Source: an optimization exercise on an open RTL-to-GDS flow (aim: small area, a short achievable clock period and few clock cycles per item). Production flows keep margins and buffers that such runs may drop. In this exercise RTL edits were held to simulation tests only and were not proved equivalent to the original.

Design wrapped_angle_slew_tracker, start of the top module:
module wrapped_angle_slew_tracker
(
	input  wire logic                  clk,
	input  wire logic                  arst_n,
	input  wire logic                  cfg_valid,
	output      logic                  cfg_ready,
	input  wire logic [wast_pkg::CFG_IDX_W-1:0]  cfg_index,
	input  wire logic [wast_pkg::CFG_DATA_W-1:0] cfg_data,
	input  wire logic                  in_valid,
	output      logic                  in_ready,
	input  wire logic [wast_pkg::CMD_W-1:0]      cmd,
	input  wire logic [wast_pkg::ANGLE_W-1:0]    angle_in,
	input  wire logic [wast_pkg::TIME_W-1:0]     elapsed_time,
	output      logic                  out_valid,
	input  wire logic                  out_ready,
	output      logic [wast_pkg::ANGLE_W-1:0]    current_angle,
	output      logic [wast_pkg::ANGLE_W-1:0]    target_angle
);
Size: about 110 I/O pins.
==> flow/config.mk <==
export PLATFORM = sky130hd
export DESIGN_NAME = wrapped_angle_slew_tracker
export DESIGN_NICKNAME = wrapped_angle_slew_tracker
export VERILOG_FILES = /design/flow/design.v
export SDC_FILE = /design/flow/constraint.sdc
export NUM_CORES = 4
export LEC_CHECK = 0
export ABC_AREA = 1
export CAP_MARGIN = 20
export CORE_MARGIN = 2
export CORE_UTILIZATION = 58
export SETUP_SLACK_MARGIN = 4.5
export SLEW_MARGIN = 20
==> flow/constraint.sdc <==
create_clock -name core_clock -period 11.0 [get_ports {clk}]
set_input_delay 2.2000 -clock core_clock [delete_from_list [all_inputs] [get_ports {clk}]]
set_output_delay 2.2000 -clock core_clock [all_outputs]
set_load 0.01 [all_outputs]
standard.sh (not shown) runs the stock make flow with config.mk's settings and CLKGATE_MAP_FILE= SYNTH_SCRIPT=/design/flow/synth_recipe.tcl, a recipe that flattens the netlist after the stock synthesis.
==> flow/flow/run.sh <==
#!/bin/bash
# Standard layout, with one netlist clean-up between synthesis and floorplan:
# flow/faopt.py removes inverters around full adders by flipping the polarity
# of full adders (a full adder is self-dual), without changing the logic.
set -euo pipefail
R="$PWD/orfs/results/${FLOW_PLATFORM}/wrapped_angle_slew_tracker/base"
bash standard.sh synth > synth.log 2>&1
python3 flow/faopt.py "$R/1_2_yosys.v" "$R/1_2_yosys.faopt.v" > faopt.log 2>&1
grep -c "sky130_fd_sc_hd__inv" "$R/1_2_yosys.v" "$R/1_2_yosys.faopt.v" >> faopt.log 2>&1 || true
cp "$R/1_2_yosys.v" "$R/1_2_yosys.standard.v"
mv "$R/1_2_yosys.faopt.v" "$R/1_2_yosys.v"
bash standard.sh > layout.log 2>&1
Other scripts of this flow, unchanged in this note and not shown: flow/flow/faopt.py
The baseline completed with no timing, DRC or antenna violations.
Testbench counts at the start, summed over its fixed seeds: cycles 2,424, items 2,400.
Then changed:
- CORE_UTILIZATION: 58 -> 55
Fmax decreases by 0.99%. Non-clock buffer count goes up by 42. Cell area went up by 1.9%. Via count is higher by 0.82%. Clock-buffer cell count came out lower by 1. Clock skew came out higher by 0.0084 ns. Cell count rose by 1.9%. Routed wire length increases by 3.9%. Worst hold slack hardly moves.


== v30 ==
wrapped_angle_slew_tracker again, from the RTL that the note above started with.
Settings: LEC_CHECK=0, ABC_AREA=1, CAP_MARGIN=20, CORE_MARGIN=2, CORE_UTILIZATION=52, SETUP_SLACK_MARGIN=5, SLEW_MARGIN=20; clock period 11.0 ns.
Scripts as last shown in full above: flow/flow/run.sh
Other scripts of this flow, unchanged in this note and not shown: flow/flow/faopt.py
v30 reached the final stage; the timing, DRC and antenna checks on its layout passed.
Testbench counts of v30, summed over its fixed seeds: cycles 2,424, items 2,400.
Inputs modified between v30 and v28:
# v30
export LEC_CHECK = 0
export ABC_AREA = 1
export CAP_MARGIN = 20
export CORE_MARGIN = 2
export CORE_UTILIZATION = 52
export SETUP_SLACK_MARGIN = 5
export SLEW_MARGIN = 20
create_clock -name core_clock -period 11.0 [get_ports {clk}]
# v28
export LEC_CHECK = 0
export ABC_AREA = 1
export CAP_MARGIN = 20
export CORE_MARGIN = 2
export CORE_UTILIZATION = 58
export SETUP_SLACK_MARGIN = 5
export SLEW_MARGIN = 20
create_clock -name core_clock -period 11.0 [get_ports {clk}]
## What came out
Mean number of vias per cell: v28 vs v30 up about 4%
Global-route wire length before repair, v30 and v28: larger value in v30
Compared to v30, v28 has filler-free cell count of the finished design about 1.6% lower.
What v2 does differently from v28 at the input level:
# v28
export LEC_CHECK = 0
export ABC_AREA = 1
export CAP_MARGIN = 20
export CORE_MARGIN = 2
export CORE_UTILIZATION = 58
export SETUP_SLACK_MARGIN = 5
export SLEW_MARGIN = 20
create_clock -name core_clock -period 11.0 [get_ports {clk}]
# v2
export LEC_CHECK = 0
export ABC_AREA = 1
export CAP_MARGIN = 20
export CORE_MARGIN = 2
export CORE_UTILIZATION = 52
export SETUP_SLACK_MARGIN = 4
export SLEW_MARGIN = 20
create_clock -name core_clock -period 11.0 [get_ports {clk}]
--- outcome ---
- Lower clock tree buffer count of the final layout was reported by v2, not v28.
- Changes observed in v2 relative to v28: final design area excluding fillers fell 0.0030 mm2; overall die width moved up; number of nets in the synthesized netlist roughly the same.
- Comparing v28 against v2, there is no change at all in total number of sequential cells.
Input-level comparison between v33 and v2:
# v2
export LEC_CHECK = 0
export ABC_AREA = 1
export CAP_MARGIN = 20
export CORE_MARGIN = 2
export CORE_UTILIZATION = 52
export SETUP_SLACK_MARGIN = 4
export SLEW_MARGIN = 20
create_clock -name core_clock -period 11.0 [get_ports {clk}]
# v33
export LEC_CHECK = 0
export ABC_AREA = 1
export CAP_MARGIN = 20
export CORE_MARGIN = 2
export CORE_UTILIZATION = 62
export SETUP_SLACK_MARGIN = 4.5
export SLEW_MARGIN = 20
create_clock -name core_clock -period 11.0 [get_ports {clk}]
==> comparison <==
- v2 → v33: die area -0.011 mm2; number of global-route vias before repair grew by 1,808.
- The run with more setup slack is v33; v2 has less.
- v33 against v2; design area is up by a few percent.
- v33 does better than v2 on worst-case clock skew.
- Per the comparison of v33 with v2, area growth from synthesis to layout higher; detailed-route wire length higher; via count higher; total of cells resized after clock tree synthesis higher.
- Critical path depth shrinks by a few percent when moving from v2 to v33.

-- port drivers added, routing unchanged --
How much do the figures lean on ideal ports? The routed layouts below were timed once more, with nothing changed but the port constraints.
Step 1 sets driving cells, clkbuf_16 on the clock port and buf_2 on the other inputs (assumed; they add their load-dependent delay and slew).
Step 2 also shifts input and output timing later by t, the mid clock arrival at the registers, as if the neighbouring blocks saw the same clock.
Three values: ideal ports, drivers, drivers and shift; two values: the first two.
run | t (ns) | setup slack, ns | hold slack, ns | slew at the worst register clock pin (ns) | pins driven straight from the clock port
the first run of note 1 | 0.564 | 4.513 / 4.513 / 4.513 | 0.457 / 0.457 / 0.457 | 0.09 / 0.09 | 1
the second run of note 1 | 0.573 | 4.448 / 4.448 / 4.448 | 0.457 / 0.457 / 0.457 | 0.09 / 0.09 | 1
v30 | 0.572 | 4.582 / 4.582 / 4.582 | 0.462 / 0.462 / 0.462 | 0.09 / 0.09 | 1
v28 | 0.573 | 4.574 / 4.574 / 4.574 | 0.456 / 0.456 / 0.456 | 0.08 / 0.08 | 1
v2 | 0.575 | 4.196 / 4.196 / 4.196 | 0.463 / 0.463 / 0.463 | 0.10 / 0.10 | 1
v33 | 0.581 | 4.483 / 4.483 / 4.483 | 0.461 / 0.461 / 0.461 | 0.09 / 0.09 | 1
After both steps every run listed still meets setup and hold.
